Context: an optimization exercise on an open-source flow, tuned for small area. The choices shown serve that exercise and are no tape-out recipe.
Only the layout flow was run in this run; the RTL was not checked for function there.
Power and IR drop assume default switching activity.

==> design/flow/design.v <==
`default_nettype none
package te_pkt_pkg;
    typedef enum logic [3-1:0] {
        AK = 3'd0,
        WQ = 3'd1,
        WR = 3'd2,
        RQ = 3'd3,
        RR = 3'd4
    } pkt_type_e;
    typedef struct packed {
        logic [10-3-1:0]       waddr;
        logic [8-1:0]                   wstrb;
        logic [8*8-1:0]    wdata;
    } bm_word_t;
    typedef struct packed {
        logic [4-1:0] sid;
        logic [3-1:0]  xid;
        logic [10-1:0] addr;
        logic [4-1:0]  len;
    } rdreq_t;
endpackage
`default_nettype wire
`timescale 1ns/1ps
`default_nettype none
module te_pkt (
    input  wire logic                                        clk_bus,
    input  wire logic                                        rst_n,
    input  wire logic                                        pkt_sop,
    input  wire logic [8-1:0]                   pkt_data,
    input  wire logic [10-1:0]                   ib_base,
    input  wire logic                                        bm_gnt,
    output logic                                             bm_req,
    output logic [10-1:0]                        bm_addr,
    output logic [8-1:0]                    bm_wstrb,
    output logic [8*8-1:0]     bm_wdata,
    input  wire logic                                        rdreq_pop,
    output logic                                             rdreq_valid,
    output te_pkt_pkg::rdreq_t rdreq
);
    localparam int NW = 9;
    function automatic logic [3:0] add9(input logic [3:0] a, input logic [3:0] b);
        logic [4:0] s;
        s = {1'b0, a} + {1'b0, b};
        add9 = (s >= 5'd9) ? 4'(s - 5'd9) : s[3:0];
    endfunction
    function automatic logic [3:0] sub9(input logic [3:0] a, input logic [3:0] b);
        logic [4:0] s;
        s = {1'b0, a} + 5'd9 - {1'b0, b};
        sub9 = (s >= 5'd9) ? 4'(s - 5'd9) : s[3:0];
    endfunction
    function automatic logic [3:0] inc9(input logic [3:0] a);
        inc9 = (a == 4'd8) ? 4'd0 : a + 4'd1;
    endfunction
    localparam logic [2:0] ST_IDLE = 3'd0;
    localparam logic [2:0] ST_HDR1 = 3'd1;
    localparam logic [2:0] ST_HDR2 = 3'd2;
    localparam logic [2:0] ST_HDR3 = 3'd3;
    localparam logic [2:0] ST_DATA = 3'd4;
    logic [2:0]  state;
    logic        is_rq;
    logic [2:0]  xid;
    logic [3:0]  sid;
    logic [3:0]  len;
    logic [9:0]  baddr;
    logic        started;
    logic [3:0]  wr_ptr;
    logic [3:0]  rd_ptr;
    logic [3:0]  phase;
    logic [NW-1:0][6:0]  slot_alo;
    logic [NW-1:0]       slot_acy;
    logic [NW-1:0][2:0]  slot_first;
    logic [NW-1:0][2:0]  slot_last;
    logic [NW-1:0][63:0] ring;
    logic [8:1][7:0]     dly;
    logic [8:1]          dly_v;
    logic [8:1]          dly_p;
    logic [8:0][7:0]     tap;
    logic [8:0]          tap_v;
    logic [8:0]          tap_p;
    logic        cur_port;
    logic [1:0][8:0] pt_dly;
    logic [1:0][8:0] pt_sel;
    logic [1:0][2:0] pt_lane;
    logic [1:0][3:0] pt_slot;
    logic [1:0]      pt_emit;
    logic [1:0][7:0] pt_byte;
    logic [1:0]      pt_busy;
    logic [63:0] out_data;
    logic [7:0]  out_seen;
    logic        out_full;
    logic [1:0][20:0]    rq_data;
    logic                rq_rd;
    logic [1:0]          rq_cnt;
    logic [2:0]  lane;
    logic        data_byte;
    logic        last_byte;
    logic        close_word;
    logic        wq_start;
    logic        rq_push;
    logic        rq_pop;
    logic [NW-1:0] wsel;
    logic [NW-1:0] rsel;
    logic [3:0]  new_dly;
    logic [3:0]  head_pos;
    logic        head_ready;
    logic [7:0][7:0] lane_in;
    logic [7:0]  lane_w0;
    logic [7:0]  lane_w1;
    assign lane       = baddr[2:0];
    assign data_byte  = (state == ST_DATA) && !pkt_sop;
    assign last_byte  = (len == 4'd0);
    assign close_word = (data_byte && (lane == 3'd7 || last_byte)) || (pkt_sop && started);
    assign wq_start   = (state == ST_HDR3) && !pkt_sop && !is_rq;
    assign rq_push    = (state == ST_HDR3) && !pkt_sop && is_rq;
    assign rq_pop     = rdreq_pop && rdreq_valid;
    always_comb begin
        for (int k = 0; k < NW; k++) begin
            wsel[k] = data_byte && (wr_ptr == 4'(k));
            rsel[k] = (rd_ptr == 4'(k));
        end
    end
    assign new_dly = sub9(sub9({1'b0, pkt_data[2:0]}, inc9(phase)), wr_ptr);
    always_ff @(posedge clk_bus) begin
        if (!rst_n) begin
            state    <= ST_IDLE;
            started  <= 1'b0;
            wr_ptr   <= '0;
            rd_ptr   <= '0;
            phase    <= '0;
            rq_rd    <= 1'b0;
            rq_cnt   <= '0;
            cur_port <= 1'b0;
            pt_dly   <= {2{9'd1}};
            dly_v    <= '0;
            out_full <= 1'b0;
            out_seen <= '0;
        end else begin
            if (pkt_sop) begin
                started <= 1'b0;
                if (pkt_data[7:5] == 3'd1 || pkt_data[7:5] == 3'd3) state <= ST_HDR1;
                else state <= ST_IDLE;
            end else begin
                case (state)
                    ST_HDR1: state <= ST_HDR2;
                    ST_HDR2: state <= ST_HDR3;
                    ST_HDR3: state <= is_rq ? ST_IDLE : ST_DATA;
                    ST_DATA: begin
                        started <= !close_word;
                        if (last_byte) state <= ST_IDLE;
                    end
                    default: state <= ST_IDLE;
                endcase
            end
            if (close_word) wr_ptr <= inc9(wr_ptr);
            phase <= inc9(phase);
            if (wq_start) begin
                cur_port         <= !cur_port;
                for (int k = 0; k < 9; k++) pt_dly[!cur_port][k] <= (4'(k) <= new_dly);
            end
            dly_v <= {dly_v[7:1], tap_v[0]};
            if (out_full) begin
                if (bm_gnt) begin
                    out_full <= 1'b0;
                    out_seen <= '0;
                    rd_ptr   <= inc9(rd_ptr);
                end
            end else begin
                for (int j = 0; j < 8; j++) begin
                    if (head_pos == 4'(j)) out_seen[j] <= 1'b1;
                end
                if (head_ready) out_full <= 1'b1;
            end
            if (rq_pop) rq_rd <= !rq_rd;
            case ({rq_push, rq_pop})
                2'b10:   rq_cnt <= rq_cnt + 2'd1;
                2'b01:   rq_cnt <= rq_cnt - 2'd1;
                default: ;
            endcase
        end
    end
    always_ff @(posedge clk_bus) begin
        if (pkt_sop) begin
            is_rq <= pkt_data[6];
            xid   <= pkt_data[2:0];
        end else begin
            case (state)
                ST_HDR1: sid <= pkt_data[7:4];
                ST_HDR2: begin
                    len        <= pkt_data[7:4];
                    baddr[9:6] <= pkt_data[3:0];
                end
                ST_HDR3: baddr[5:0] <= pkt_data[5:0];
                ST_DATA: begin
                    baddr <= baddr + 10'd1;
                    len   <= len - 4'd1;
                end
                default: ;
            endcase
        end
    end
    always_ff @(posedge clk_bus) begin
        for (int k = 0; k < NW; k++) begin
            if (wsel[k]) begin
                {slot_acy[k], slot_alo[k]} <= {1'b0, ib_base[6:0]} + {1'b0, baddr[9:3]};
                slot_last[k] <= lane;
                if (!started) slot_first[k] <= lane;
            end
        end
        if (rq_push) rq_data[rq_rd ^ rq_cnt[0]] <= {sid, xid, baddr[9:6], pkt_data[5:0], len};
    end
    always_comb begin
        tap[0]   = pkt_data;
        tap_v[0] = data_byte;
        tap_p[0] = cur_port;
        for (int k = 1; k <= 8; k++) begin
            tap[k]   = dly[k];
            tap_v[k] = dly_v[k];
            tap_p[k] = dly_p[k];
        end
        for (int x = 0; x < 2; x++) begin
            pt_sel[x]  = pt_dly[x] & ~{1'b0, pt_dly[x][8:1]};
            pt_byte[x] = '0;
            pt_emit[x] = 1'b0;
            pt_busy[x] = 1'b0;
            for (int k = 0; k <= 8; k++) begin
                pt_byte[x] = pt_byte[x] | ({8{pt_sel[x][k]}} & tap[k]);
                pt_emit[x] = pt_emit[x] | (pt_sel[x][k] && tap_v[k] && tap_p[k] == 1'(x));
                pt_busy[x] = pt_busy[x] | (pt_dly[x][k] && tap_v[k] && tap_p[k] == 1'(x));
            end
        end
    end
    always_ff @(posedge clk_bus) begin
        dly   <= {dly[7:1], pkt_data};
        dly_p <= {dly_p[7:1], cur_port};
    end
    always_ff @(posedge clk_bus) begin
        for (int x = 0; x < 2; x++) begin
            if (wq_start && (!cur_port == 1'(x))) begin
                pt_lane[x] <= pkt_data[2:0];
                pt_slot[x] <= wr_ptr;
            end else if (pt_emit[x]) begin
                pt_lane[x] <= pt_lane[x] + 3'd1;
                if (pt_lane[x] == 3'd7) pt_slot[x] <= inc9(pt_slot[x]);
            end
        end
    end
    always_comb begin
        for (int j = 0; j < 8; j++) begin
            lane_w0[j] = pt_emit[0] && pt_lane[0] == 3'(j);
            lane_w1[j] = pt_emit[1] && pt_lane[1] == 3'(j);
            lane_in[j] = ({8{lane_w0[j]}} & pt_byte[0])
                       | ({8{lane_w1[j]}} & pt_byte[1])
                       | ({8{!(lane_w0[j] || lane_w1[j])}} & ring[j][j*8 +: 8]);
        end
    end
    always_ff @(posedge clk_bus) begin
        ring[0] <= ring[NW-1];
        for (int p = 1; p < NW; p++) begin
            ring[p] <= ring[p-1];
            ring[p][(p-1)*8 +: 8] <= lane_in[p-1];
        end
    end
    assign head_pos   = add9(rd_ptr, phase);
    assign head_ready = (rd_ptr != wr_ptr)
                     && !(pt_busy[0] && pt_slot[0] == rd_ptr)
                     && !(pt_busy[1] && pt_slot[1] == rd_ptr)
                     && (&out_seen);
    always_ff @(posedge clk_bus) begin
        for (int j = 0; j < 8; j++) begin
            if (!out_full && head_pos == 4'(j)) out_data[j*8 +: 8] <= lane_in[j];
        end
    end
    logic [6:0] head_alo;
    logic       head_acy;
    logic [2:0] head_first;
    logic [2:0] head_last;
    always_comb begin
        head_alo   = '0;
        head_acy   = 1'b0;
        head_first = '0;
        head_last  = '0;
        for (int k = 0; k < NW; k++) begin
            head_alo   = head_alo   | ({7{rsel[k]}}  & slot_alo[k]);
            head_acy   = head_acy   | (rsel[k]       & slot_acy[k]);
            head_first = head_first | ({3{rsel[k]}}  & slot_first[k]);
            head_last  = head_last  | ({3{rsel[k]}}  & slot_last[k]);
        end
        for (int j = 0; j < 8; j++) begin
            bm_wstrb[j] = (3'(j) >= head_first) && (3'(j) <= head_last);
        end
    end
    assign bm_req      = out_full;
    assign bm_wdata    = out_data;
    assign bm_addr     = {ib_base[9:7] + {2'd0, head_acy}, head_alo};
    assign rdreq_valid = (rq_cnt != 2'd0);
    assign rdreq       = rq_data[rq_rd];
endmodule
`default_nettype wire
==> design/flow/flow/run.sh <==
#!/bin/bash
# The standard layout (the standard.sh, standard synthesis unchanged) with two
# changes passed through ORFS's own variables:
#  - port buffers are buf_1 cells instead of the delay-buffer cell buffer_ports
#    picks by default (every port still gets its own buffer);
set -euo pipefail
export BUFFER_PORTS_ARGS="-buffer_cell sky130_fd_sc_hd__buf_1"
export CTS_ARGS="-sink_clustering_enable -repair_clock_nets -sink_clustering_size 30 -sink_clustering_max_diameter 80 -buf_list sky130_fd_sc_hd__clkbuf_16 -dont_use_dummy_load"
bash standard.sh > standard.log 2>&1
==> design/flow/standard.sh <==
#!/bin/bash
# synth_recipe.tcl (not shown) runs the flow's synth.tcl, then flattens the netlist and writes it again
# the make line also repeats each setting of config.mk as NAME=value (left out here)
make -C /OpenROAD-flow-scripts/flow DESIGN_CONFIG=/design/flow/config.mk WORK_HOME=/design/flow/orfs CLKGATE_MAP_FILE= SYNTH_SCRIPT=/design/flow/synth_recipe.tcl "${@:-finish}"
==> design/flow/config.mk <==
export PLATFORM = sky130hd
export DESIGN_NAME = te_pkt
export DESIGN_NICKNAME = te_pkt
export VERILOG_FILES = /design/flow/design.v
export SDC_FILE = /design/flow/constraint.sdc
export NUM_CORES = 4
export LEC_CHECK = 0
export CAP_MARGIN = 0
export CORE_MARGIN = 2
export CORE_UTILIZATION = 70
export CTS_BUF_LIST = sky130_fd_sc_hd__clkbuf_16
export CTS_CLUSTER_DIAMETER = 80
export CTS_CLUSTER_SIZE = 30
export SLEW_MARGIN = 0
==> design/flow/constraint.sdc <==
create_clock -name core_clock -period 4.0 [get_ports {clk_bus}]
set_input_delay 0.8000 -clock core_clock [delete_from_list [all_inputs] [get_ports {clk_bus}]]
set_output_delay 0.8000 -clock core_clock [all_outputs]
set_load 0.01 [all_outputs]
==> impl_metrics.env <==
export IMPL_viasPerCell=6.058
export IMPL_fin_nets=2300
export IMPL_slew_headroom_pct=24.86
export IMPL_clkTransAtPathRegs_ns=0.11
export IMPL_clock_path_buffers=3
export IMPL_critical_path_most_common_cell="ha_4"
export IMPL_min_path_type="flop to flop"
export IMPL_rr_worst_depth=23
export IMPL_so_violations="setup timing"
export IMPL_rsz0062_at_grt="true"
export IMPL_grt_pass1_wl_mm=94.81
export IMPL_setup_violations=16
export IMPL_drc=0
export IMPL_root_buffer="clkbuf_16"
export IMPL_cts_tree="done"
export IMPL_fin_setup_tns_ns=-22.54
export IMPL_cts_buffers_inserted=40
export IMPL_power_leakage_nw=12.01
export IMPL_syn_area_per_cell_sq_um=14.54
export IMPL_synth_ff_type="dfxtp_1"
export IMPL_crit_required_ns=4.46
export IMPL_grt_ovfl_total=0
export IMPL_dieArea_sq_um=43410
export IMPL_wl_per_cell_microns=22.74
export IMPL_yosys_warnings=1
export IMPL_slew_viol_final=0
export IMPL_num_vias=16610
export IMPL_first_pass_iters=8
export IMPL_min_path_cells=0
export IMPL_dp_hpwl_mm=40.34
export IMPL_worstSetupPathType="flop to flop"
export IMPL_grt_usage_pct=28.54
export IMPL_hp_start="ring[573]"
export IMPL_finalPower_w=0.01666
export IMPL_ios=128
export IMPL_core_area_sq_um=41020
export IMPL_whs_ns=0.3127
export IMPL_gp_congestion=0.8625
export IMPL_cts_hold_buf=0
export IMPL_multiInputGateArea_sq_um=6812
export IMPL_syn_inst=2011
export IMPL_start_kind="flop"
export IMPL_ys_async_sr_fraction_pct=0
export IMPL_rr_startpoint="phase[0]"
export IMPL_period_minus_slack_ns=5.546
export IMPL_r2r_setup_slack_ns=-1.55
export IMPL_syn_area_sq_um=29230
export IMPL_p_per_area_nw_per_um2=518.6
export IMPL_crit_path_top_delay_cell="or4_1"
export IMPL_critPathCaptureType="flop"
export IMPL_ir_worst_vdd_mv=0.5495
export IMPL_antenna_found_initial=0
export IMPL_nFillCells=2340
export IMPL_detailedRoute_firstIterationViolations=1762
export IMPL_max_freq_mhz=180.3
export IMPL_row_count=74
export IMPL_finalHoldViolations=0
export IMPL_synthDistinctLibCells=83
export IMPL_path_cells="inv_2, ha_4, nand2_4, nand2_2, mux2_4, ha_4, fa_2, or4_4, and3b_1, a41o_1, nor3b_4, buf_4, xnor2_1, ha_2, ha_4, fa_1, or4_1, a32oi_1, o311a_4, buf_6, or3_4, a21boi_2, o31a_1"
export IMPL_start_util_pct=71.27
export IMPL_grt_pass1_vias=16520
export IMPL_drt_wl_total_mm=62.36
export IMPL_worst_slew_pin_slew_ns=1.119
export IMPL_setup_slack_ns=-1.546
export IMPL_cap_viol_max_count=0
export IMPL_worst_path_buf_inv=3
export IMPL_finalCritPeriodShare_pct=138.7
export IMPL_cp_max_fo=7
export IMPL_synth_seq_cells=971
export IMPL_grt_max_degree=31
export IMPL_h_tree_depth=2
export IMPL_yosysSeqAreaShare_pct=75.68
export IMPL_layout_drive_gt1_share_pct=12.00
export IMPL_clock_sinks=971
export IMPL_crit_family="adder cells"
export IMPL_synth_edff_count=268
export IMPL_clkLatencyLatePin_ns=0.61
export IMPL_seq_area_sq_um=22130
export IMPL_postRouteAntennaNets=0
export IMPL_reg2reg_to="pt_dly[14]"
export IMPL_skew_ns=0.08069
export IMPL_die_h_microns=208.4
export IMPL_syn_to_final_growth_pct=9.870
export IMPL_min_to="ring[61]"
export IMPL_cp_arrival_ns=6.01
export IMPL_die_w_microns=208.4
export IMPL_io_buffers=127
export IMPL_slowest_delay_ns=0.47
export IMPL_synth_nets=2100
export IMPL_status="finished with violations"
[area by class of cell]
cell class                      instances  area share, %
Antenna cell                            1       0.007791
Clock buffer                           40          3.117
Inverter                               47         0.5883
Multi-Input combinational cell        914          21.21
Sequential cell                       971          68.89
Tap cell                              532          2.073
Timing Repair Buffer                  237          4.114
[cell usage after synthesis, drive strengths merged (6+ instances only)]
cell type / number / area share (%)
and3b: 6 / 0.18
and2: 13 / 0.28
xnor2: 24 / 0.72
mux2: 29 / 1.1
a32oi: 7 / 0.21
a222oi: 18 / 0.62
nand3: 99 / 1.9
nor4bb: 6 / 0.21
o21ai: 41 / 0.70
nand2: 75 / 1.0
a22oi: 58 / 1.5
a221oi: 12 / 0.49
o22ai: 18 / 0.39
nand3b: 9 / 0.23
a211oi: 14 / 0.36
a31oi: 13 / 0.28
and3: 6 / 0.13
a22o: 19 / 0.57
or2: 9 / 0.19
edfxtp: 268 / 28
ha: 62 / 2.7
a21o: 23 / 0.59
nor3: 22 / 0.38
nand4b: 6 / 0.18
nor2: 75 / 0.96
xor2: 18 / 0.54
inv: 47 / 0.60
nand4: 8 / 0.22
dfxtp: 703 / 48
o221ai: 53 / 1.6
nor3b: 11 / 0.34
buf: 35 / 0.65
a21oi: 61 / 1.0
clkbuf: 44 / 0.57
nor2b: 24 / 0.51
nor4: 8 / 0.17
[routing by layer]
layer  GRT usage (%)  vias up  part of all wire, %
met5           1.112        -                    0
met4           10.12        0                  2.9
met3           4.558      126                  6.6
met2           45.44      663                   47
met1           40.24     8138                   44
li1                -     7684                    -
[where the power goes]
part	leakage (nW)	total, W	internal (W)	switching [W]
logic	3.39	0.00194	0.000930	0.00101
registers	8.13	0.0102	0.0101	0.0000504
clock network	0.493	0.00452	0.00181	0.00271
total	12.0	0.0167	0.0129	0.00377
[state kept, by name, summed over array words and instances (netlist names), 4 cells and up, named ones only]
register / cells
rd_ptr: 4
out_seen: 8
pt_dly: 15
ring: 576
dly_p: 8
len: 4
slot_acy: 9
phase: 4
slot_alo: 63
pt_slot: 8
wr_ptr: 4
out_data: 64
slot_first: 27
pt_lane: 6
baddr: 10
sid: 4
dly_v: 8
dly: 64
slot_last: 27
[cells by family after synthesis]
group	share of synthesized area [%]
simple gates	7.448
flops	75.68
buf+inv	1.819
xor+xnor	1.258
fa+ha+maj	2.928
mux	1.288
compound gates	9.584
[worst max-delay path by stage]
stage	startpoint	endpoint	slack, ns	depth (start not counted)
global placement	pkt_data[1]	pt_dly[5]	-1.95	22
detailed placement	pkt_data[1]	pt_dly[14]	-2.07	22
CTS	phase[0]	pt_dly[14]	-1.51	23
floorplan	pkt_data[1]	pt_dly[10]	-1.49	21
global route	phase[0]	pt_dly[6]	-1.75	23
finish	phase[0]	pt_dly[14]	-1.55	23
[what timing repair did]
item	in CTS	in global routing
resized for setup	28	12
pin swaps	15	13
setup endpoints to repair	16	22
buffers inserted	10	6
[cell usage in the layout (no fill, tap or decap), types with 8 or more instances in the layout]
cell,n
dfxtp_1,699
edfxtp_1,268
buf_1,127
buf_4,105
nand3_1,87
nor2_1,74
nand2_1,69
a21oi_1,59
a22oi_1,58
o221ai_1,53
ha_1,53
inv_1,43
o21ai_0,40
clkbuf_16,40
mux2_2,27
xnor2_1,24
nor2b_1,23
a21o_1,23
a22o_1,19
nor3_1,19
a222oi_1,18
o22ai_1,18
xor2_1,18
and2_1,13
a31oi_1,13
nand3_2,11
or2_2,9
a211oi_2,9
nand3b_1,9
nor4_1,8
[per-stage QoR]
| step | util, % | area [sq um] | std cells | setup WS, ns |
|---|---|---|---|---|
| 2_1_floorplan | - | 29300 | 2011 | -1.491 |
| 3_3_place_gp | 75.22 | 30850 | 2687 | -1.952 |
| 3_5_place_dp | 75.22 | 30850 | 2687 | -2.065 |
| 4_1_cts | 78.14 | 32050 | 2737 | -1.508 |
| 5_1_grt | 78.30 | 32110 | 2741 | -1.750 |
| 6_report | 78.30 | 32120 | 2742 | -1.546 |

[port drivers added, routing unchanged]
In the flow no input, the clock included, has a driving cell. The finished layout below was timed again as built, in two steps.
Step 1 (the two cells are an assumption about what drives the block):
set clk [get_ports {clk_bus}]
set_driving_cell -lib_cell sky130_fd_sc_hd__clkbuf_16 $clk
set_driving_cell -lib_cell sky130_fd_sc_hd__buf_2 [delete_from_list [all_inputs] $clk]
Step 2, shift: input delay + t, output delay - t, t = (earliest + latest rising clock arrival at the registers) / 2. This alone moves slack from input paths to output paths.
Three values: ideal, step 1, step 2; two values: the first two.
shift t [ns]: 0.623
setup WS [ns]: -1.546 / -1.546 / -1.954
worst setup path at the end: input to register
For this run, drivers alone change the setup slack by 0.000 ns; drivers and shift together by -0.408 ns.
